Background: an optimization exercise with open tools, aiming at small area, a short achievable clock period and few clock cycles per item. Do not read the settings as production practice.
At most, simulation tests tie the RTL to the original design; equivalence was not proved.
Power and IR drop assume default switching activity.

## multichannel_window_min_max_sum
module multichannel_window_min_max_sum (
  input  logic                                  clk,
  input  logic                                  rst,
  input  logic                                  in_valid,
  output logic                                  in_stall,
  input  logic [wmms_pkg::SAMPLE_BITS-1:0]      current_sample,
  input  logic [wmms_pkg::SAMPLE_BITS-1:0]      voltage_sample,
  input  logic [wmms_pkg::SAMPLE_BITS-1:0]      reference_sample,
  input  logic [wmms_pkg::SAMPLE_BITS-1:0]      temperature_sample,
  output logic                                  out_valid,
  input  logic                                  out_stall,
  output logic [wmms_pkg::CH_W-1:0]             channel,
  output logic [wmms_pkg::SUM_W-1:0]            window_sum,
  output logic [wmms_pkg::SAMPLE_BITS-1:0]      window_max,
  output logic [wmms_pkg::SAMPLE_BITS-1:0]      window_min,
  output logic [wmms_pkg::CNT_W-1:0]            scan_total,
  output logic                                  last,
  input  logic                                  cfg_valid,
  output logic                                  cfg_ready,
  input  logic [wmms_pkg::CFG_IDX_W-1:0]        cfg_index,
  input  logic [wmms_pkg::CFG_DATA_W-1:0]       cfg_data
);
  logic [15:0] win_len;
  logic [11:0] offset;
  logic [11:0] neg_off;       
  logic        off_zero;
  assign cfg_ready  = 1'b1;
  assign scan_total = win_len;
  always_ff @(posedge clk) begin
    if (rst) begin
      win_len <= 16'd1008;
      offset  <= 12'd0;
      neg_off  <= 12'd0;
      off_zero <= 1'b1;
    end else if (cfg_valid) begin
      if (cfg_index == 2'd0) win_len <= (cfg_data == 16'd0) ? 16'd1 : cfg_data;
      if (cfg_index == 2'd1) begin
        offset   <= cfg_data[11:0];
        neg_off  <= 12'd0 - cfg_data[11:0];
        off_zero <= (cfg_data[11:0] == 12'd0);
      end
    end
  end
  logic        adv;
  logic [11:0] in_corr [4];    
  ...
For scale: about 3,400 cells after synthesis, ~150 I/O pins.
export LEC_CHECK = 0
export CAP_MARGIN = 20
export CORE_MARGIN = 2
export CORE_UTILIZATION = 40
export SETUP_SLACK_MARGIN = 5.0
export SLEW_MARGIN = 20
create_clock -name core_clock -period 8.0 [get_ports {clk}]
run.sh (not shown) runs the stock make flow with config.mk's settings and CLKGATE_MAP_FILE= SYNTH_SCRIPT=/design/flow/synth_recipe.tcl, a recipe that flattens the netlist after the stock synthesis.
The baseline finished with timing, DRC and antenna clean.
Rerun with:
--- a/flow/design.v
+++ b/flow/design.v
@@ -191,63 +191,80 @@
       p2_c0 <= p1_c0;
       p2_v1 <= p1_d[0][11:6];
       {p3_ms, p3_mc, p3_mk} <= mc[25:1];
       p3_s  <= p2_s || mc[0];
       p3_c0 <= p2_c0;
       p3_v1 <= p2_v1[5:3];
       {p4_ms, p4_mc, p4_mk} <= md[25:1];
       p5_pw <= p4_ms + p4_mc + {11'd0, p4_mk};
     end
   end
   logic [11:0] acc_in [5];
-  logic [27:0] a_sum [5];
+  logic [11:0] a_lo [5];
+  logic        a_cy [5];
+  logic [15:0] a_hi [5];
   logic [11:0] a_max [5];
   logic [11:0] a_min [5];
   assign acc_in[0] = p0_d[0];
   assign acc_in[1] = p1_d[0];
   assign acc_in[2] = p2_d[0];
   assign acc_in[3] = p3_d;
   assign acc_in[4] = p5_pw;
   always_ff @(posedge clk) begin
     for (int c = 0; c < 5; c++) begin
       if (adv && p_v[(c == 4) ? 5 : c]) begin
         if (p_fi[(c == 4) ? 5 : c]) begin
-          a_sum[c] <= {16'd0, acc_in[c]};
+          a_lo[c]  <= acc_in[c];
+          a_cy[c]  <= 1'b0;
+          a_hi[c]  <= 16'd0;
           a_max[c] <= acc_in[c];
           a_min[c] <= acc_in[c];
         end else begin
-          a_sum[c] <= a_sum[c] + {16'd0, acc_in[c]};
+          {a_cy[c], a_lo[c]} <= {1'b0, a_lo[c]} + {1'b0, acc_in[c]};
+          a_hi[c]  <= a_hi[c] + {15'd0, a_cy[c]};
           if (acc_in[c] > a_max[c]) a_max[c] <= acc_in[c];
           if (acc_in[c] < a_min[c]) a_min[c] <= acc_in[c];
         end
       end
     end
   end
   logic [4:0] sel;
   always_comb begin
     for (int c = 0; c < 4; c++) sel[c] = p_v[c+1] && p_cl[c+1];
     sel[4] = p_v[6] && p_cl[6];
   end
+  logic [11:0] o_lo, o_max, o_min;
+  logic [15:0] o_hi;
+  logic        o_cy;
+  always_comb begin
+    o_lo  = '0;
+    o_cy  = 1'b0;
+    o_hi  = '0;
+    o_max = '0;
+    o_min = '0;
+    for (int c = 0; c < 5; c++) begin
+      if (sel[c]) begin
+        o_lo  = a_lo[c];
+        o_cy  = a_cy[c];
+        o_hi  = a_hi[c];
+        o_max = a_max[c];
+        o_min = a_min[c];
+      end
+    end
+  end
   always_ff @(posedge clk) begin
     if (rst) begin
       out_valid <= 1'b0;
     end else if (adv) begin
       out_valid <= |sel;
     end
   end
   always_ff @(posedge clk) begin
     if (adv) begin
       channel    <= {sel[4], sel[2] | sel[3], sel[1] | sel[3]};
       last       <= sel[4];
-      window_sum <= '0;
-      window_max <= '0;
-      window_min <= '0;
-      for (int c = 0; c < 5; c++) begin
-        if (sel[c]) begin
-          window_sum <= a_sum[c];
-          window_max <= a_max[c];
-          window_min <= a_min[c];
-        end
-      end
+      window_sum <= {o_hi + {15'd0, o_cy}, o_lo};
+      window_max <= o_max;
+      window_min <= o_min;
     end
   end
 endmodule
Outcome:
- The changed run ran to the end with no violations
- cell count went down slightly
- synthesized area is about the same
- combinational power went down by a few percent
- hold slack gets worse by 6.8 ps
- maximum frequency went down by a few percent
- sequential power went up slightly
- design area went up slightly
- die area hardly moves
Testbench counts after the change, summed over its fixed seeds: cycles 49,997, scans 49,741.
For the first run of this note, only the layout was checked, not whether the RTL still works.

-- port drivers added, routing unchanged --
No port has a modelled driver above. Below, the same layouts with a new extraction and two added sets of constraints. Step 1 assumes that a clkbuf_16 drives the clock port and a buf_2 every other input. Step 2 times the ports against the registers' clock, not the clock port: input delays grow and output delays shrink by t, the midpoint of the rising clock arrivals with the driver on. a / b / c = ideal / step 1 / step 2; a / b = the first two.
| run | shift t [ns] | slack for setup (ns) | hold slack, ns | worst setup path at the end |
|---|---|---|---|---|
| the first run | 0.696 | 4.923 / 4.923 / 4.276 | 0.407 / 0.407 / 0.407 | input to register |
| the second run | 0.704 | 4.816 / 4.841 / 4.137 | 0.400 / 0.400 / 0.400 | input to register |
After both steps every run listed still meets setup and hold. For the second run, which loses most, drivers alone change the setup slack by +0.025 ns; drivers and shift together by -0.679 ns.
